This is an optimization exercise on Yosys and OpenROAD, whose aim is small area, not a production implementation. In this exercise RTL edits were held to simulation tests only and were not proved equivalent to the original. Power and IR drop assume default switching activity.

File: flow/config.mk
export PLATFORM = sky130hd
export DESIGN_NAME = regfile_mp
export DESIGN_NICKNAME = regfile_mp
export VERILOG_FILES = /design/flow/design.v
export SDC_FILE = /design/flow/constraint.sdc
export NUM_CORES = 8
export LEC_CHECK = 0
export CAP_MARGIN = 20
export CORE_MARGIN = 2
export CORE_UTILIZATION = 40
export SLEW_MARGIN = 20
export SYNTH_HIERARCHICAL = 1
File: flow/constraint.sdc
create_clock -name core_clock -period 6.0 [get_ports {clk}]
set_input_delay 1.2000 -clock core_clock [delete_from_list [all_inputs] [get_ports {clk}]]
set_output_delay 1.2000 -clock core_clock [all_outputs]
set_load 0.01 [all_outputs]
File: flow/design.v
package regfile_pkg;
    localparam int DEF_DATA_W = 32;
    localparam int DEF_ADDR_W = 5;
    localparam int REG_ZERO   = 0;
endpackage
module rf_o22ai (input logic a1, a2, b1, b2, output logic y);
    assign y = ~((a1 | a2) & (b1 | b2));
endmodule
module rf_a222oi (input logic a1, a2, b1, b2, c1, c2, output logic y);
    assign y = ~((a1 & a2) | (b1 & b2) | (c1 & c2));
endmodule
module rf_inv (input logic a, output logic y);
    assign y = ~a;
endmodule
module rf_nand2 (input logic a, b, output logic y);
    assign y = ~(a & b);
endmodule
module rf_nand3 (input logic a, b, c, output logic y);
    assign y = ~(a & b & c);
endmodule
module rf_nand4 (input logic a, b, c, d, output logic y);
    assign y = ~(a & b & c & d);
endmodule
module rf_nor2 (input logic a, b, output logic y);
    assign y = ~(a | b);
endmodule
module rf_xor2 (input logic a, b, output logic y);
    assign y = a ^ b;
endmodule
module rf_xnor2 (input logic a, b, output logic y);
    assign y = ~(a ^ b);
endmodule
module rf_mux2i (input logic a0, a1, s, output logic y);
    assign y = ~(s ? a1 : a0);
endmodule
module rf_sel31 (input logic [31:1] sel, input logic [31:1] d, output logic y);
    logic [10:0] t;
    logic [1:0]  u;
    logic        w;
    genvar g;
    generate
        for (g = 0; g < 10; g++) begin : g_l1
            rf_a222oi u_a (.a1(sel[3*g+1]), .a2(d[3*g+1]),
                           .b1(sel[3*g+2]), .b2(d[3*g+2]),
                           .c1(sel[3*g+3]), .c2(d[3*g+3]), .y(t[g]));
        end
    endgenerate
    rf_nand2 u_n31 (.a(sel[31]), .b(d[31]), .y(t[10]));
    rf_nand4 u_u0 (.a(t[0]), .b(t[1]), .c(t[2]), .d(t[3]), .y(u[0]));
    rf_nand4 u_u1 (.a(t[4]), .b(t[5]), .c(t[6]), .d(t[7]), .y(u[1]));
    rf_nor2  u_w  (.a(u[0]), .b(u[1]), .y(w));
    rf_nand4 u_y  (.a(w), .b(t[8]), .c(t[9]), .d(t[10]), .y(y));
endmodule
module rf_dec31 (input logic [3:0] pa, input logic [7:0] pb,
                 output logic [31:1] sel_lo, output logic [31:1] sel_hi);
    genvar g;
    generate
        for (g = 1; g < 32; g++) begin : g_s
            logic n;
            rf_nand2 u_n  (.a(pa[g % 4]), .b(pb[g / 4]), .y(n));
            rf_inv   u_il (.a(n), .y(sel_lo[g]));
            rf_inv   u_ih (.a(n), .y(sel_hi[g]));
        end
    endgenerate
endmodule
module rf_dec31w (input logic [3:0] pa, input logic [7:0] pb,
                  output logic [31:1] sel_lo,   output logic [31:1] sel_hi,
                  output logic [31:1] sel_n_lo, output logic [31:1] sel_n_hi);
    genvar g;
    generate
        for (g = 1; g < 32; g++) begin : g_s
            rf_nand2 u_nl (.a(pa[g % 4]), .b(pb[g / 4]), .y(sel_n_lo[g]));
            rf_nand2 u_nh (.a(pa[g % 4]), .b(pb[g / 4]), .y(sel_n_hi[g]));
            rf_inv   u_il (.a(sel_n_lo[g]), .y(sel_lo[g]));
            rf_inv   u_ih (.a(sel_n_hi[g]), .y(sel_hi[g]));
        end
    endgenerate
endmodule
import regfile_pkg::*;
module regfile_scoreboard
#(
    parameter int ADDR_W = DEF_ADDR_W
) (
    input  logic                    clk,
    input  logic                    reset_n,
    input  logic [(1<<ADDR_W)-1:1]  sel,
    input  logic                    rsv_req,
    input  logic [ADDR_W-1:0]       rsv_addr,
    output logic                    rsv_ok,
    output logic [(1<<ADDR_W)-1:1]  busy,
    output logic [ADDR_W:0]         busy_cnt
);
    localparam int DEPTH = 1 << ADDR_W;
    logic [DEPTH-1:1] busy_reg;
    logic [DEPTH-1:1] busy_next;
    logic [DEPTH-1:1] rq;
    logic [3:0]       qa;
    logic [7:0]       qb;
    logic [ADDR_W:0]  cnt_reg;
    logic             rsv_hit, wr_clear;
    for (genvar j = 0; j < 4; j++) begin : g_qa
        assign qa[j] = rsv_req && (rsv_addr[1:0] == 2'(j));
    end
    for (genvar k = 0; k < 8; k++) begin : g_qb
        assign qb[k] = (rsv_addr[4:2] == 3'(k));
    end
    genvar gi;
    generate
        for (gi = 1; gi < DEPTH; gi++) begin : g_busy
            logic ntake;
            assign rq[gi] = qa[gi % 4] && qb[gi / 4];
            assign ntake  = !(reset_n && rq[gi]);
            rf_mux2i u_nx (.a0(ntake), .a1(sel[gi]), .s(busy_reg[gi]), .y(busy_next[gi]));
        end
    endgenerate
    rf_sel31 u_rhit (.sel(rq), .d(busy_reg), .y(rsv_hit));
    rf_sel31 u_wclr (.sel(sel), .d(busy_reg), .y(wr_clear));
    assign rsv_ok = rsv_req && (rsv_addr != '0) && !rsv_hit;
    always_ff @(posedge clk) begin
        busy_reg <= busy_next;
        if (!reset_n)
            cnt_reg <= '0;
        else if (rsv_ok != wr_clear)
            cnt_reg <= rsv_ok ? cnt_reg + 1'b1 : cnt_reg - 1'b1;
    end
    assign busy     = busy_reg;
    assign busy_cnt = cnt_reg;
endmodule
import regfile_pkg::*;
module regfile_mp
#(
    parameter int DATA_W = DEF_DATA_W,
    parameter int ADDR_W = DEF_ADDR_W,
    parameter int NUM_RD = 2
) (
    input  logic                     clk,
    input  logic                     reset_n,
    input  logic                     we,
    input  logic [ADDR_W-1:0]        wa,
    input  logic [DATA_W-1:0]        wd,
    input  logic [NUM_RD*ADDR_W-1:0] ra,
    output logic [NUM_RD*DATA_W-1:0] rd,
    output logic [NUM_RD-1:0]        rd_busy,
    input  logic                     rsv_req,
    input  logic [ADDR_W-1:0]        rsv_addr,
    output logic                     rsv_ok,
    output logic [ADDR_W:0]          busy_cnt
);
    localparam int DEPTH = 1 << ADDR_W;
    localparam int HALF  = DATA_W / 2;
    logic                phase;
    logic [1:0]          phase_n;
    logic [DATA_W-1:0]   nwp_lo, nwp_hi;         
    logic [DEPTH-1:1]    sel_lo, sel_hi;         
    logic [DEPTH-1:1]    nsel_lo, nsel_hi;
    logic [DEPTH-1:1]    busy_vec;
    logic [DATA_W-1:0]   col [DEPTH-1:1];        
    logic [3:0]          sa;
    logic [7:0]          sb;
    always_ff @(posedge clk)
        phase <= reset_n && !phase;
    rf_inv u_ph0 (.a(phase), .y(phase_n[0]));
    rf_inv u_ph1 (.a(phase), .y(phase_n[1]));
    for (genvar j = 0; j < 4; j++) begin : g_wa
        assign sa[j] = (we && (wa[1:0] == 2'(j))) || !reset_n;
    end
    for (genvar k = 0; k < 8; k++) begin : g_wb
        assign sb[k] = (wa[4:2] == 3'(k)) || !reset_n;
    end
    rf_dec31w u_wdec (.pa(sa), .pb(sb), .sel_lo(sel_lo), .sel_hi(sel_hi),
                     .sel_n_lo(nsel_lo), .sel_n_hi(nsel_hi));
    regfile_scoreboard #(
        .ADDR_W (ADDR_W)
    ) u_scoreboard (
        .clk      (clk),
        .reset_n  (reset_n),
        .sel      (sel_hi),
        .rsv_req  (rsv_req),
        .rsv_addr (rsv_addr),
        .rsv_ok   (rsv_ok),
        .busy     (busy_vec),
        .busy_cnt (busy_cnt)
    );
    genvar gi, gj, gk;
    generate
        for (gj = 0; gj < DATA_W; gj++) begin : g_col
            logic y;
            rf_xor2  u_x  (.a(wd[gj]), .b(phase_n[gj / HALF]), .y(y));
            rf_nand2 u_nl (.a(y), .b(reset_n), .y(nwp_lo[gj]));
            rf_nand2 u_nh (.a(y), .b(reset_n), .y(nwp_hi[gj]));
        end
        for (gi = 1; gi < DEPTH; gi++) begin : g_row
            logic [DATA_W-1:0] q, d, nwp;
            assign nwp = (gi < DEPTH / 2) ? nwp_lo : nwp_hi;
            for (gj = 0; gj < DATA_W; gj++) begin : g_bit
                if (gj < HALF) begin : g_lo
                    rf_o22ai u_d (.a1(q[gj]), .a2(sel_lo[gi]), .b1(nsel_lo[gi]), .b2(nwp[gj]), .y(d[gj]));
                end else begin : g_hi
                    rf_o22ai u_d (.a1(q[gj]), .a2(sel_hi[gi]), .b1(nsel_hi[gi]), .b2(nwp[gj]), .y(d[gj]));
                end
            end
            always_ff @(posedge clk)
                q <= d;
            assign col[gi] = q;
        end
        for (gk = 0; gk < NUM_RD; gk++) begin : g_rd
            logic [ADDR_W-1:0] ra_k;
            logic [3:0]        pa;
            logic [7:0]        pb;
            logic [DEPTH-1:1]  rsel_lo, rsel_hi;
            logic              flip_n;
            logic [1:0]        flip;
            assign ra_k = ra[gk*ADDR_W +: ADDR_W];
            for (genvar j = 0; j < 4; j++) begin : g_pa
                assign pa[j] = (ra_k[1:0] == 2'(j));
            end
            for (genvar k = 0; k < 8; k++) begin : g_pb
                assign pb[k] = (ra_k[4:2] == 3'(k));
            end
            rf_dec31 u_rdec (.pa(pa), .pb(pb), .sel_lo(rsel_lo), .sel_hi(rsel_hi));
            rf_nand2 u_fn (.a(phase), .b(ra_k != '0), .y(flip_n));
            rf_inv   u_f0 (.a(flip_n), .y(flip[0]));
            rf_inv   u_f1 (.a(flip_n), .y(flip[1]));
            for (gj = 0; gj < DATA_W; gj++) begin : g_bit
                logic [DEPTH-1:1] dcol;
                logic             m;
                for (gi = 1; gi < DEPTH; gi++) begin : g_tap
                    assign dcol[gi] = col[gi][gj];
                end
                rf_sel31 u_sel (.sel(gj < HALF ? rsel_lo : rsel_hi), .d(dcol), .y(m));
                rf_xor2  u_out (.a(m), .b(flip[gj / HALF]), .y(rd[gk*DATA_W + gj]));
            end
            rf_sel31 u_bsel (.sel(rsel_hi), .d(busy_vec), .y(rd_busy[gk]));
        end
    endgenerate
endmodule
File: flow/flow/run.sh
#!/bin/bash
# Own layout flow: the standard flow (standard.sh) with two changes after
# synthesis, which itself runs unchanged:
#  - port buffers use buf_1 instead of the slow clkdlybuf4s50_1 delay cell;
#  - clock tree synthesis inserts no dummy loads and uses clkbuf_16 leaf
#    buffers on clusters of up to 25 sinks.
# Each tool's output goes to a log file of its own in this folder.
set -euo pipefail
bash standard.sh synth > synth.log 2>&1
export BUFFER_PORTS_ARGS="-buffer_cell sky130_fd_sc_hd__buf_1"
export CTS_ARGS="-sink_clustering_enable -repair_clock_nets -dont_use_dummy_load -buf_list {sky130_fd_sc_hd__clkbuf_16} -sink_clustering_size 25 -sink_clustering_max_diameter 100"
bash standard.sh > layout.log 2>&1
File: flow/standard.sh
#!/bin/bash
# synth_recipe.tcl (not shown) runs the flow's synth.tcl, then flattens the netlist and writes it again
# the make line also repeats each setting of config.mk as NAME=value (left out here)
make -C /OpenROAD-flow-scripts/flow DESIGN_CONFIG=/design/flow/config.mk WORK_HOME=/design/flow/orfs CLKGATE_MAP_FILE= SYNTH_SCRIPT=/design/flow/synth_recipe.tcl "${@:-finish}"
==> metrics.log, run 1 <==
INFO  metric start_kind = primary input
INFO  metric drv_cap = 0
INFO  metric areaGrowthSynthToFinish = 10.99%
INFO  metric combPwrFrac = 18.9%
INFO  metric die_height = 316.6 um
INFO  metric drtPass1Iterations = 17
INFO  metric dpl-instance-area = 0.04221 mm2
INFO  metric placeableCoreArea = 0.09671 mm2
INFO  metric number_of_antenna_violations_at_the_first_check_in_global_routing = 10
INFO  metric tritoncts = built
INFO  metric wire_length_of_the_first_global_routing_pass = 258,500 um
INFO  metric p_sw = 5.104 mW
INFO  metric final_period_demand_of_the_worst_path = 5.722 ns
INFO  metric floorplan.rows = 114
INFO  metric cts_root_buf = sky130_fd_sc_hd__clkbuf_16
INFO  metric outcome = no timing/DRC/antenna violations
INFO  metric synth_seq_cells = 1,030
INFO  metric final.period_utilization = 95.37%
INFO  metric wl_per_cell = 34.30 um
INFO  metric post_cts_buffers = 0
INFO  metric total_power = 15.66 mW
INFO  metric ctsLongestPathBuffers = 3
INFO  metric maximum_clock_rate = 174.8 MHz
INFO  metric critPathCaptureType = output pin
INFO  metric p_clk_share = 23.1%
INFO  metric drt_wl_total = 182,700 um
INFO  metric die_area = 0.1002 mm2
INFO  metric clkSinkCount = 1,030
INFO  metric instances_no_fill = 5,327
INFO  metric ys_types = 42
INFO  metric clock_tree.htree_level_count = 2
INFO  metric layout.nets = 4,112
INFO  metric crit_arrival = 4.52 ns
INFO  metric final_cell_mix = 1,030 x sky130_fd_sc_hd__dfxtp_1, 992 x sky130_fd_sc_hd__o22ai_1, 680 x sky130_fd_sc_hd__a222oi_1, 308 x sky130_fd_sc_hd__nand2_1, 206 x sky130_fd_sc_hd__nand4_1
INFO  metric initial_utilization = 40.42%
INFO  metric synth_adder_area_share = 0.1792%
INFO  metric yosys.area_share.simple = 8.210%
INFO  metric synth_nets = 3,801
INFO  metric worst_skew_pair.late_latency = 0.66 ns
INFO  metric skew = 0.04934 ns
INFO  metric post_cts_resize_count = 0
INFO  metric synth.area.mux_share = 0.9474%
INFO  metric synth_seq_area_share = 52.75%
INFO  metric post_drt_via_cell_ratio = 7.724
INFO  metric postSynthAreaPerCell = 10.45 um2
INFO  metric synth.yosys.warnings = 10
INFO  metric hold_viol = 0
INFO  metric holdBufCountCts = 0
INFO  metric setup_total_negative_slack = 0 ns
INFO  metric first_global_vias = 37,340
INFO  metric synthesis.instances = 3,740
INFO  metric final_max_slew_viol_count = 0
INFO  metric post-synth-top-area-cell = sky130_fd_sc_hd__dfxtp_1
INFO  metric gp_routability_congestion = 1.005
INFO  metric post_route_cells_drive_above_1_share = 5.063%
INFO  metric min-delay-path-class = reg -> reg
INFO  metric post_synthesis_xor_xnor_area_fraction = 2.244%
INFO  metric largest_register_ffs = 992
INFO  metric layout.core_utilization = 44.87%
INFO  metric relSlewSlack = 23.16%
INFO  metric critical_path_class = in -> out
INFO  metric combinational_family_with_the_most_area_after_synthesis = compound AO/OA/AOI/OAI gates
INFO  metric global_route.overflow_total = 0
INFO  metric cellLeakagePower = 16.22 nW
INFO  metric buffer_ports.inserted = 128
INFO  metric swShare = 32.58%
INFO  metric finalInstanceArea = 0.04339 mm2
INFO  metric worst_slew_pin_tran = 1.146 ns
INFO  metric overall_fraction_of_global_route_tracks_in_use = 34.40%
INFO  metric post_synth_instance_area = 0.03909 mm2
INFO  metric fillers = 9,359
INFO  metric maximum_number_of_pins_on_one_net_before_global_route_repair = 45
INFO  metric worst_setup_hold_path_clk_slew = 0.10 ns
INFO  metric rsz0062_at_grt = no
INFO  metric numCtsBuffers = 47
INFO  metric seq_power_share = 58.0%
INFO  metric antenna_violating_nets_post_route = 0
INFO  metric yosysTopAreaCellShare = 52.75%
INFO  metric detailedRoute.firstIterationViolations = 9,703
INFO  metric layout_commonest_cell = sky130_fd_sc_hd__dfxtp_1
INFO  metric cell_int_power = 10.56 mW
INFO  metric ys_top_cells_by_area = sky130_fd_sc_hd__dfxtp_1 53%, sky130_fd_sc_hd__a222oi_1 17%, sky130_fd_sc_hd__o22ai_1 16%
INFO  metric dp_hpwl = 122,300 um
INFO  metric timing.final.setup_violations = 0
INFO  metric num_vias = 41,150
INFO  metric p_per_area = 361.0 mW/mm2
INFO  metric critPathMaxFanout = 11
INFO  metric total_placed_cells_including_tap_cells = 5,278
INFO  metric fraction_of_the_mapped_netlist_area_in_compound_gates = 33.72%
INFO  metric drc_errors = 0
INFO  metric ir_worst_vdd = 0.2360 mV
INFO  metric fp.dieW = 316.6 um
INFO  metric critPathRequiredTime = 4.80 ns
INFO  metric io_pins = 129
[cell families after synthesis]
family / count (synthesis)
AO/OA/AOI/OAI: 1696
XOR/XNOR: 98
adder cells (fa/ha/maj): 5
buffers and inverters: 203
flip-flops: 1030
multiplexers: 37
AND/OR/NAND/NOR: 671
[Yosys stat by module (local to each module, per instance), excerpt]
module	cells inside	flops+latches	area [um2]	copies in the design
regfile_mp	1043	993	20180	1
rf_a222oi	1	0	10.01	680
rf_mux2i	1	0	10.01	31
rf_xor2	1	0	8.758	96
rf_nand4	1	0	6.256	204
rf_o22ai	1	0	6.256	992
rf_inv	1	0	3.754	192
rf_nand2	1	0	3.754	258
rf_nor2	1	0	3.754	68
[worst max-delay path, cell delays in order]
cell and delay [ns]:
sky130_fd_sc_hd__buf_1 0.40, sky130_fd_sc_hd__nor3_2 0.14, sky130_fd_sc_hd__nand2_1 0.16, sky130_fd_sc_hd__inv_1 0.35
sky130_fd_sc_hd__buf_4 0.32, sky130_fd_sc_hd__a222oi_1 0.38, sky130_fd_sc_hd__nand4_1 0.43, sky130_fd_sc_hd__nor2_1 0.37
sky130_fd_sc_hd__nand4_1 0.30, sky130_fd_sc_hd__xor2_1 0.26, sky130_fd_sc_hd__buf_1 0.19
[worst paths after layout]
kind / start / end / slack [ns] / cells after the start
max: ra[8] / rd[51] / 0.28 / 11
min: g_row[29].q[2] / g_row[29].q[2] / 0.47 / 1
max reg2reg: phase / g_row[28].q[27] / 2.53 / 4
min reg2reg: g_row[29].q[2] / g_row[29].q[2] / 0.47 / 1
[final cells by class]
cell class / count / area, um2 / area share [%]
well taps: 1276 / 1597 / 3.679
clock buffers: 47 / 1176 / 2.711
flip-flops and latches: 1030 / 20620 / 47.52
inverters: 197 / 739.5 / 1.704
diodes: 2 / 5.005 / 0.01153
multi-input cells: 2507 / 17720 / 40.83
repair buffers: 268 / 1535 / 3.538
[metrics by stage]
step | setup WS, ns | hold slack, ns
finish | 0.2779 | 0.4722
global route | 0.3596 | 0.4867
CTS | 0.6196 | 0.4725
detailed placement | 0.6231 | 0.4561
global placement | 0.6372 | 0.4494
floorplan | 1.791 | 0.4415
[metal layers]
layer / track usage, % / vias to the layer above / share of wire (%)
li1: - / 17050 / -
met3: 14.67 / 578 / 16
met4: 13.15 / 14 / 4.4
met5: 0.3314 / - / 0.068
met1: 46.06 / 20070 / 39
met2: 48.75 / 3436 / 41
[synthesized netlist by cell type]
master and number:
sky130_fd_sc_hd__a211o_1 2, sky130_fd_sc_hd__a211oi_1 2, sky130_fd_sc_hd__a21o_1 2, sky130_fd_sc_hd__a21oi_1 1, sky130_fd_sc_hd__a21oi_4 1, sky130_fd_sc_hd__a222oi_1 680, sky130_fd_sc_hd__and2_1 4, sky130_fd_sc_hd__and3_1 2
sky130_fd_sc_hd__and3_2 1, sky130_fd_sc_hd__and3b_1 2, sky130_fd_sc_hd__and3b_2 4, sky130_fd_sc_hd__buf_2 2, sky130_fd_sc_hd__clkbuf_1 3, sky130_fd_sc_hd__clkbuf_2 1, sky130_fd_sc_hd__dfxtp_1 1030, sky130_fd_sc_hd__fa_1 1
sky130_fd_sc_hd__ha_1 4, sky130_fd_sc_hd__inv_1 197, sky130_fd_sc_hd__mux2i_1 37, sky130_fd_sc_hd__nand2_1 308, sky130_fd_sc_hd__nand2b_1 6, sky130_fd_sc_hd__nand3_1 4, sky130_fd_sc_hd__nand3b_1 4, sky130_fd_sc_hd__nand4_1 206
sky130_fd_sc_hd__nor2_1 110, sky130_fd_sc_hd__nor2_4 1, sky130_fd_sc_hd__nor2b_1 5, sky130_fd_sc_hd__nor3_2 2, sky130_fd_sc_hd__nor3_4 1, sky130_fd_sc_hd__nor3b_1 7, sky130_fd_sc_hd__o211ai_1 2, sky130_fd_sc_hd__o21ai_0 11
sky130_fd_sc_hd__o22ai_1 992, sky130_fd_sc_hd__o2bb2ai_1 1, sky130_fd_sc_hd__o31ai_1 1, sky130_fd_sc_hd__o31ai_2 1, sky130_fd_sc_hd__or2_2 1, sky130_fd_sc_hd__or3_1 1, sky130_fd_sc_hd__or3b_1 1, sky130_fd_sc_hd__or3b_2 1
sky130_fd_sc_hd__xnor2_4 1, sky130_fd_sc_hd__xor2_1 97
[power by group through the flow]
stage | Clock [mW] | Combinational (mW) | Sequential, mW
finish | 3.62 | 2.96 | 9.09
global route | 3.85 | 3.08 | 9.22
CTS | 3.61 | 2.82 | 9.03
detailed placement | 0 | 2.82 | 9.17
global placement | 0 | 2.76 | 9.15
floorplan | 0 | 1.75 | 8.93
==> run 2: changes to the inputs <==
==> flow/run.sh (new file) <==
#!/bin/bash
# synth_recipe.tcl (not shown) runs the flow's synth.tcl, then flattens the netlist and writes it again
# the make line also repeats each setting of config.mk as NAME=value (left out here)
make -C /OpenROAD-flow-scripts/flow DESIGN_CONFIG=/design/flow/config.mk WORK_HOME=/design/flow/orfs CLKGATE_MAP_FILE= SYNTH_SCRIPT=/design/flow/synth_recipe.tcl finish
--- a/flow/config.mk
+++ b/flow/config.mk
@@ -8,5 +8,8 @@
 export CAP_MARGIN = 20
 export CORE_MARGIN = 2
 export CORE_UTILIZATION = 40
+export CTS_BUF_LIST = sky130_fd_sc_hd__clkbuf_16
+export CTS_CLUSTER_DIAMETER = 100
+export CTS_CLUSTER_SIZE = 25
 export SLEW_MARGIN = 20
 export SYNTH_HIERARCHICAL = 1
removed: flow/flow/run.sh
removed: flow/standard.sh
==> metrics.log, run 2 <==
INFO  metric buffer_ports.inserted = 128 (unchanged)
INFO  metric gp_routability_congestion = 0.9446 (was 1.005)
INFO  metric ys_flop_type = sky130_fd_sc_hd__dfxtp_1 (unchanged)
INFO  metric setup_total_negative_slack = -0.01133 ns (was 0 ns)
INFO  metric skew = 0.03266 ns (was 0.04934 ns)
INFO  metric cellLeakagePower = 17.55 nW (was 16.22 nW)
INFO  metric check.faults = negative setup slack
INFO  metric worst_slew_pin_tran = 1.120 ns (was 1.146 ns)
INFO  metric synthesis.instances = 3,740 (unchanged)
INFO  metric antennaDiodeCount = 0 (was 2)
INFO  metric critPathCaptureType = output pin (unchanged)
INFO  metric final_cell_mix = 1,030 x sky130_fd_sc_hd__dfxtp_1, 992 x sky130_fd_sc_hd__o22ai_1, 680 x sky130_fd_sc_hd__a222oi_1, 306 x sky130_fd_sc_hd__nand2_1, 279 x sky130_fd_sc_hd__buf_4 (was 1,030 x sky130_fd_sc_hd__dfxtp_1, 992 x sky130_fd_sc_hd__o22ai_1, 680 x sky130_fd_sc_hd__a222oi_1, 308 x sky130_fd_sc_hd__nand2_1, 206 x sky130_fd_sc_hd__nand4_1)
INFO  metric areaGrowthSynthToFinish = 17.43% (was 10.99%)
INFO  metric io_pins = 129 (unchanged)
INFO  metric first_global_vias = 36,940 (was 37,340)
INFO  metric post-synth-top-area-cell = sky130_fd_sc_hd__dfxtp_1 (unchanged)
INFO  metric final_period_demand_of_the_worst_path = 6.011 ns (was 5.722 ns)
INFO  metric synth_nets = 3,801 (unchanged)
INFO  metric numCtsBuffers = 47 (unchanged)
INFO  metric postSynthAreaPerCell = 10.45 um2 (unchanged)
INFO  metric clkSinkCount = 1,030 (unchanged)
INFO  metric drc_errors = 0 (unchanged)
INFO  metric largest_register_ffs = 992 (unchanged)
INFO  metric maximum_number_of_pins_on_one_net_before_global_route_repair = 66 (was 45)
INFO  metric antenna_violating_nets_post_route = 0 (unchanged)
INFO  metric crit_arrival = 4.81 ns (was 4.52 ns)
INFO  metric relSlewSlack = 25.27% (was 23.16%)
INFO  metric holdBufCountCts = 0 (unchanged)
INFO  metric yosys.cell_count.top_type = sky130_fd_sc_hd__dfxtp_1 (unchanged)
INFO  metric post_route_cells_drive_above_1_share = 9.339% (was 5.063%)
INFO  metric final.period_utilization = 100.2% (was 95.37%)
INFO  metric number_of_flops_mapped_to_enable_cells_by_yosys = 0 (unchanged)
INFO  metric num_vias = 41,650 (was 41,150)
INFO  metric final_max_slew_viol_count = 0 (unchanged)
INFO  metric drtPass1Iterations = 12 (was 17)
INFO  metric ys_types = 42 (unchanged)
INFO  metric worst_skew_pair.late_latency = 0.66 ns (about the same)
INFO  metric min-delay-path-class = reg -> reg (unchanged)
INFO  metric start_kind = primary input (unchanged)
INFO  metric preCtsSetupSlack = 0.0008589 ns (was 0.6231 ns)
INFO  metric synth_seq_cells = 1,030 (unchanged)
INFO  metric placeableCoreArea = 0.09671 mm2 (unchanged)
INFO  metric initial_utilization = 40.42% (unchanged)
INFO  metric wire_length_of_the_first_global_routing_pass = 255,000 um (was 258,500 um)
INFO  metric die_area = 0.1002 mm2 (unchanged)
INFO  metric ys_async_sr_fraction = 0% (unchanged)
INFO  metric synthTopCellsByCount = 1,030 x sky130_fd_sc_hd__dfxtp_1, 992 x sky130_fd_sc_hd__o22ai_1, 680 x sky130_fd_sc_hd__a222oi_1 (unchanged)
INFO  metric rsz0062_at_grt = no (unchanged)
INFO  metric total_power = 16.02 mW (was 15.66 mW)
INFO  metric synth.yosys.warnings = 10 (unchanged)
INFO  metric ctsLongestPathBuffers = 3 (unchanged)
INFO  metric overall_fraction_of_global_route_tracks_in_use = 33.80% (was 34.40%)
INFO  metric critPathRequiredTime = 4.80 ns (about the same)
INFO  metric drt_wl_total = 178,900 um (was 182,700 um)
INFO  metric drv_cap = 0 (unchanged)
INFO  metric cts_root_buf = sky130_fd_sc_hd__clkbuf_16 (unchanged)
INFO  metric layout.nets = 4,277 (was 4,112)
INFO  metric wl_per_cell = 32.56 um (was 34.30 um)
INFO  metric critical_path_class = in -> out (unchanged)
INFO  metric ir_worst_vdd = 0.2197 mV (was 0.2360 mV)
INFO  metric fp.dieW = 316.6 um (unchanged)
INFO  metric outcome = complete, but fails checks (was no timing/DRC/antenna violations)
INFO  metric global_route.overflow_total = 0 (unchanged)
INFO  metric die_height = 316.6 um (unchanged)
INFO  metric yosysTopAreaCellShare = 52.75% (unchanged)
INFO  metric dp_hpwl = 121,900 um (was 122,300 um)
INFO  metric timing.final.setup_violations = 1 (was 0)
INFO  metric ys_top_cells_by_area = sky130_fd_sc_hd__dfxtp_1 53%, sky130_fd_sc_hd__a222oi_1 17%, sky130_fd_sc_hd__o22ai_1 16% (unchanged)
INFO  metric hold_viol = 0 (unchanged)
INFO  metric critPathMaxFanout = 7 (was 11)
INFO  metric layout_commonest_cell = sky130_fd_sc_hd__dfxtp_1 (unchanged)
INFO  metric detailedRoute.firstIterationViolations = 9,821 (was 9,703)
INFO  metric tritoncts = built (unchanged)
INFO  metric floorplan.rows = 114 (unchanged)
INFO  metric post_synth_instance_area = 0.03909 mm2 (unchanged)
INFO  metric number_of_antenna_violations_at_the_first_check_in_global_routing = 5 (was 10)
INFO  metric p_per_area = 348.9 mW/mm2 (was 361.0 mW/mm2)
INFO  metric clock_tree.htree_level_count = 2 (unchanged)
INFO  metric maximum_clock_rate = 166.4 MHz (was 174.8 MHz)
INFO  metric post_drt_via_cell_ratio = 7.579 (was 7.724)
INFO  metric worst_setup_hold_path_clk_slew = 0.10 ns (about the same)
INFO  metric finalWorstSetupSlack = -0.01133 ns (was 0.2779 ns)
INFO  metric synth_seq_area_share = 52.75% (unchanged)
## run 2: cells by family after synthesis
family | after synthesis | synth area share [%]
compound gates | 1696 | 33.72
simple gates | 671 | 8.210
fa+ha+maj | 5 | 0.1792
flops | 1030 | 52.75
xor+xnor | 98 | 2.244
buf+inv | 203 | 1.959
mux | 37 | 0.9474
## run 2: stage by stage
step | instance area, um2 | util (%) | cells | hold WS (ns)
after floorplan | 39090 | - | 3740 | 0.4415
after global placement | 44460 | 45.97 | 5433 | 0.4490
after detailed placement | 44460 | 45.97 | 5433 | 0.4592
after CTS | 45710 | 47.27 | 5485 | 0.4740
after global routing | 45910 | 47.47 | 5495 | 0.4852
final | 45910 | 47.47 | 5495 | 0.4733
## run 2: final timing paths
kind / startpoint / end / slack [ns] / depth (start not counted)
max: ra[1] / rd[12] / -0.01 / 12
min: g_row[31].q[31] / g_row[31].q[31] / 0.47 / 1
max reg2reg: u_scoreboard.busy_reg[13] / u_scoreboard.cnt_reg[5] / 2.67 / 12
min reg2reg: g_row[31].q[31] / g_row[31].q[31] / 0.47 / 1
## run 2: where the power goes
part | internal [mW] | switching [mW] | leakage [nW] | total, mW
registers | 8.09 | 0.967 | 8.67 | 9.06
logic | 1.33 | 1.89 | 8.26 | 3.22
clock network | 1.47 | 2.26 | 0.617 | 3.73
## run 2: timing repair
action / CTS / global route
pin swaps: 0 / 7
setup endpoints to repair: 1 / 48
buffers inserted: 0 / 10
gates cloned: 0 / 0
resized for setup: 1 / 24
hold endpoints to repair: 0 / 0
## run 2: cell type report
type / count / area, um2
Clock inverter: 3 / 26.28
Clock buffer: 49 / 1226
Multi-Input combinational cell: 2507 / 17770
Tap cell: 1276 / 1597
Inverter: 197 / 758.2
Timing Repair Buffer: 433 / 3910
Sequential cell: 1030 / 20620
Fill cell: 9278 / 50800
## run 2: routing by layer
layer | GRT usage (%) | share of wire [%] | up-vias
li1 | - | - | 17410
met4 | 10.37 | 3.7 | 8
met3 | 9.719 | 15 | 472
met1 | 48.57 | 40 | 20440
met2 | 48.69 | 41 | 3323
met5 | 0 | 0.027 | -
## run 2: critical path, cell delays in order
cell,delay [ns]
sky130_fd_sc_hd__clkdlybuf4s50_1,0.55
sky130_fd_sc_hd__nor2_1,0.19
sky130_fd_sc_hd__buf_4,0.21
sky130_fd_sc_hd__nand2_1,0.19
sky130_fd_sc_hd__inv_1,0.23
sky130_fd_sc_hd__buf_4,0.24
sky130_fd_sc_hd__a222oi_1,0.53
sky130_fd_sc_hd__nand4_1,0.42
sky130_fd_sc_hd__nor2_1,0.21
sky130_fd_sc_hd__nand4_1,0.12
sky130_fd_sc_hd__xor2_1,0.16
sky130_fd_sc_hd__clkdlybuf4s50_1,0.56
## run 2: Yosys stat by module, one instance, submodules excluded, excerpt
module	area, um2	cells
regfile_mp	20180	1043
rf_a222oi	10.01	1
rf_inv	3.754	1
rf_mux2i	10.01	1
rf_nand2	3.754	1
rf_nand4	6.256	1
rf_nor2	3.754	1
rf_o22ai	6.256	1
rf_xor2	8.758	1
==> run 3: changes to the inputs <==
--- a/flow/config.mk
+++ b/flow/config.mk
@@ -11,5 +11,6 @@
 export CTS_BUF_LIST = sky130_fd_sc_hd__clkbuf_16
 export CTS_CLUSTER_DIAMETER = 100
 export CTS_CLUSTER_SIZE = 25
+export SETUP_SLACK_MARGIN = 0.2
 export SLEW_MARGIN = 20
 export SYNTH_HIERARCHICAL = 1
==> metrics.log, run 3 <==
INFO  metric instances_no_fill = 5,523 (was 5,495)
INFO  metric final.hold.worst_slack = 0.4745 ns (was 0.4733 ns)
INFO  metric fp.dieW = 316.6 um (unchanged)
INFO  metric post_route_cells_drive_above_1_share = 10.89% (was 9.339%)
INFO  metric drt_wl_total = 179,400 um (was 178,900 um)
INFO  metric routed.top_layer = met5 (unchanged)
INFO  metric met3_length = 26,360 um (was 26,480 um)
INFO  metric overall_fraction_of_global_route_tracks_in_use = 33.85% (was 33.80%)
INFO  metric synth_seq_area_share = 52.75% (unchanged)
INFO  metric ys_types = 42 (unchanged)
INFO  metric clkSinkCount = 1,030 (unchanged)
INFO  metric layout_commonest_cell = sky130_fd_sc_hd__dfxtp_1 (unchanged)
INFO  metric drc_errors = 0 (unchanged)
INFO  metric maximum_number_of_pins_on_one_net_before_global_route_repair = 66 (unchanged)
INFO  metric tritoncts = built (unchanged)
INFO  metric num_vias = 41,670 (was 41,650)
INFO  metric critical_path_class = in -> out (unchanged)
INFO  metric global_route.overflow_total = 0 (unchanged)
INFO  metric critPathMaxFanout = 16 (was 7)
INFO  metric worst_skew_pair.late_latency = 0.66 ns (about the same)
INFO  metric fillers = 9,269 (was 9,278)
INFO  metric cts_root_buf = sky130_fd_sc_hd__clkbuf_16 (unchanged)
INFO  metric start_kind = primary input (unchanged)
INFO  metric die_area = 0.1002 mm2 (unchanged)
INFO  metric io_pins = 129 (unchanged)
INFO  metric total_placed_cells_including_tap_cells = 5,433 (unchanged)
INFO  metric holdBufCountCts = 0 (unchanged)
INFO  metric areaGrowthSynthToFinish = 18.55% (was 17.43%)
INFO  metric synth.yosys.warnings = 10 (unchanged)
INFO  metric drtPass1Iterations = 13 (was 12)
INFO  metric setup_total_negative_slack = 0 ns (was -0.01133 ns)
INFO  metric yosys.cell_count.top_type = sky130_fd_sc_hd__dfxtp_1 (unchanged)
INFO  metric antenna_violating_nets_post_route = 0 (unchanged)
INFO  metric rsz0062_at_grt = yes (was no)
INFO  metric gp_routability_congestion = 0.9446 (unchanged)
INFO  metric number_of_antenna_violations_at_the_first_check_in_global_routing = 4 (was 5)
INFO  metric outcome = no timing/DRC/antenna violations (was complete, but fails checks)
INFO  metric synthTopCellsByCount = 1,030 x sky130_fd_sc_hd__dfxtp_1, 992 x sky130_fd_sc_hd__o22ai_1, 680 x sky130_fd_sc_hd__a222oi_1 (unchanged)
INFO  metric die_height = 316.6 um (unchanged)
INFO  metric timing.final.setup_violations = 0 (was 1)
INFO  metric buffer_ports.inserted = 128 (unchanged)
INFO  metric ir_worst_vdd = 0.2197 mV (about the same)
INFO  metric wl_per_cell = 32.49 um (was 32.56 um)
INFO  metric final.period_utilization = 97.59% (was 100.2%)
INFO  metric initial_utilization = 40.42% (unchanged)
INFO  metric post_drt_via_cell_ratio = 7.544 (was 7.579)
INFO  metric synth_nets = 3,801 (unchanged)
INFO  metric maximum_clock_rate = 170.8 MHz (was 166.4 MHz)
INFO  metric dp_hpwl = 121,900 um (unchanged)
INFO  metric cellLeakagePower = 17.70 nW (was 17.55 nW)
INFO  metric wire_length_of_the_first_global_routing_pass = 255,400 um (was 255,000 um)
INFO  metric final_max_slew_viol_count = 0 (unchanged)
INFO  metric post_synth_instance_area = 0.03909 mm2 (unchanged)
INFO  metric detailedRoute.firstIterationViolations = 9,647 (was 9,821)
INFO  metric layout.nets = 4,302 (was 4,277)
INFO  metric route.met2.wl = 74,030 um (was 73,700 um)
INFO  metric crit_arrival = 4.66 ns (was 4.81 ns)
INFO  metric critPathCaptureType = output pin (unchanged)
INFO  metric numCtsBuffers = 47 (unchanged)
INFO  metric worst_setup_hold_path_clk_slew = 0.10 ns (about the same)
INFO  metric synth_seq_cells = 1,030 (unchanged)
INFO  metric min-delay-path-class = reg -> reg (unchanged)
INFO  metric drv_cap = 0 (unchanged)
INFO  metric critPathRequiredTime = 4.80 ns (about the same)
INFO  metric clock_tree.htree_level_count = 2 (unchanged)
INFO  metric yosysTopAreaCellShare = 52.75% (unchanged)
INFO  metric ctsLongestPathBuffers = 3 (unchanged)
INFO  metric routedLengthMet1 = 72,480 um (was 72,130 um)
INFO  metric first_global_vias = 37,030 (was 36,940)
INFO  metric largest_register_ffs = 992 (unchanged)
INFO  metric total_power = 16.03 mW (was 16.02 mW)
INFO  metric skew = 0.02620 ns (was 0.03266 ns)
INFO  metric ys_async_sr_fraction = 0% (unchanged)
INFO  metric number_of_flops_mapped_to_enable_cells_by_yosys = 0 (unchanged)
INFO  metric floorplan.rows = 114 (unchanged)
INFO  metric synthesis.instances = 3,740 (unchanged)
INFO  metric post-synth-top-area-cell = sky130_fd_sc_hd__dfxtp_1 (unchanged)
INFO  metric postSynthAreaPerCell = 10.45 um2 (unchanged)
INFO  metric final_period_demand_of_the_worst_path = 5.855 ns (was 6.011 ns)
INFO  metric p_per_area = 345.9 mW/mm2 (was 348.9 mW/mm2)
INFO  metric hold_viol = 0 (unchanged)
INFO  metric final_cell_mix = 1,030 x sky130_fd_sc_hd__dfxtp_1, 992 x sky130_fd_sc_hd__o22ai_1, 680 x sky130_fd_sc_hd__a222oi_1, 299 x sky130_fd_sc_hd__nand2_1, 297 x sky130_fd_sc_hd__buf_4 (was 1,030 x sky130_fd_sc_hd__dfxtp_1, 992 x sky130_fd_sc_hd__o22ai_1, 680 x sky130_fd_sc_hd__a222oi_1, 306 x sky130_fd_sc_hd__nand2_1, 279 x sky130_fd_sc_hd__buf_4)
INFO  metric ys_flop_type = sky130_fd_sc_hd__dfxtp_1 (unchanged)
INFO  metric worst_slew_pin_tran = 1.119 ns (was 1.120 ns)
INFO  metric ys_top_cells_by_area = sky130_fd_sc_hd__dfxtp_1 53%, sky130_fd_sc_hd__a222oi_1 17%, sky130_fd_sc_hd__o22ai_1 16% (unchanged)
INFO  metric layout.core_utilization = 47.92% (was 47.47%)
INFO  metric placeableCoreArea = 0.09671 mm2 (unchanged)
INFO  metric relSlewSlack = 24.93% (was 25.27%)
[run 3: kinds of logic after synthesis]
group | Yosys count | synth area share (%)
AOI/OAI and AO/OA | 1696 | 33.72
DFF | 1030 | 52.75
and+or+nand+nor | 671 | 8.210
buffers and inverters | 203 | 1.959
xor gates and xnor gates | 98 | 2.244
muxes | 37 | 0.9474
adders and majority gates | 5 | 0.1792
[run 3: final timing paths]
path,from,end,slack [ns],depth (start not counted)
worst max-delay path,ra[6],rd[56],0.14,12
worst min-delay path,g_row[29].q[14],g_row[29].q[14],0.47,1
worst max register to register,u_scoreboard.busy_reg[7],u_scoreboard.cnt_reg[4],2.70,12
worst min register to register,g_row[29].q[14],g_row[29].q[14],0.47,1
[run 3: modules after synthesis (local to each module, per instance), a selection]
module	cell area [um2]	times used
rf_mux2i	10.01	31
rf_a222oi	10.01	680
rf_xor2	8.758	96
rf_nand4	6.256	204
rf_o22ai	6.256	992
rf_inv	3.754	192
rf_nand2	3.754	258
[run 3: repair_timing]
action,in CTS,in global routing
pin swaps,4,60
buffers inserted,9,26
gates resized for setup,14,73
setup endpoints to repair,37,64
[run 3: report_power, final]
part	switching (mW)	total, mW	leakage (nW)	internal, mW
sequential	0.967	9.06	8.67	8.09
clock	2.26	3.73	0.618	1.47
combinational	1.89	3.24	8.42	1.34
total	5.12	16.0	17.7	10.9
[run 3: per-layer routing]
metal  global-route usage (%)  vias up
li1                         -    17460
met1                    48.53    20470
met2                    48.95     3266
met3                    9.745      467
met4                    10.20        4
met5                        0        -
[run 3: layout make-up]
class	count	area, um2	area share, %
clock buffers	49	1226	2.646
well taps	1276	1597	3.445
diodes	3	7.507	0.01620
multi-input cells	2507	17870	38.57
inverters	197	810.8	1.750
repair buffers	458	4183	9.026
flip-flops and latches	1030	20620	44.49
clock inverters	3	26.28	0.05670
[run 3: critical path, cell delays in order]
cell	delay, ns
sky130_fd_sc_hd__clkdlybuf4s50_1	0.49
sky130_fd_sc_hd__and2_2	0.26
sky130_fd_sc_hd__buf_4	0.17
sky130_fd_sc_hd__nand2_1	0.10
sky130_fd_sc_hd__inv_1	0.06
sky130_fd_sc_hd__buf_4	0.24
sky130_fd_sc_hd__a222oi_1	0.30
sky130_fd_sc_hd__nand4_1	0.39
sky130_fd_sc_hd__nor2_1	0.49
sky130_fd_sc_hd__nand4_1	0.20
sky130_fd_sc_hd__xor2_1	0.18
sky130_fd_sc_hd__clkdlybuf4s50_1	0.57
[run 3: through the flow]
| stage | worst slack (ns) | instance area [um2] |
|---|---|---|
| after CTS | 0.2055 | 45870 |
| final | 0.1446 | 46340 |
| after detailed placement | 0.0008589 | 44460 |
| after global routing | 0.07870 | 46340 |
| after floorplan | 1.791 | 39090 |
| after global placement | 0.02559 | 44460 |

-- what the ideal ports hide --
In the flow no input, the clock included, has a driving cell. The finished layouts below were timed again as built, in two steps.
Step 1: set_driving_cell puts a clkbuf_16 on clk and a buf_2 on each other input, an assumption about the parent block.
Step 2 also shifts input and output timing later by t, the mid clock arrival at the registers, as if the neighbouring blocks saw the same clock.
Three values: ideal, step 1, step 2; two values: the first two.
run | shift t [ns] | setup slack, ns | hold WS [ns] | latest minus earliest clock arrival (ns)
run 1 | 0.688 | 0.278 / 0.249 / 0.249 | 0.472 / 0.472 / 0.472 | 0.071 / 0.070
run 2 | 0.714 | -0.011 / -0.114 / -0.114 | 0.473 / 0.473 / 0.473 | 0.035 / 0.035
run 3 | 0.716 | 0.145 / 0.105 / 0.105 | 0.474 / 0.474 / 0.474 | 0.029 / 0.029
For run 2, which loses most, drivers alone change the setup slack by -0.103 ns; drivers and shift together by -0.103 ns.
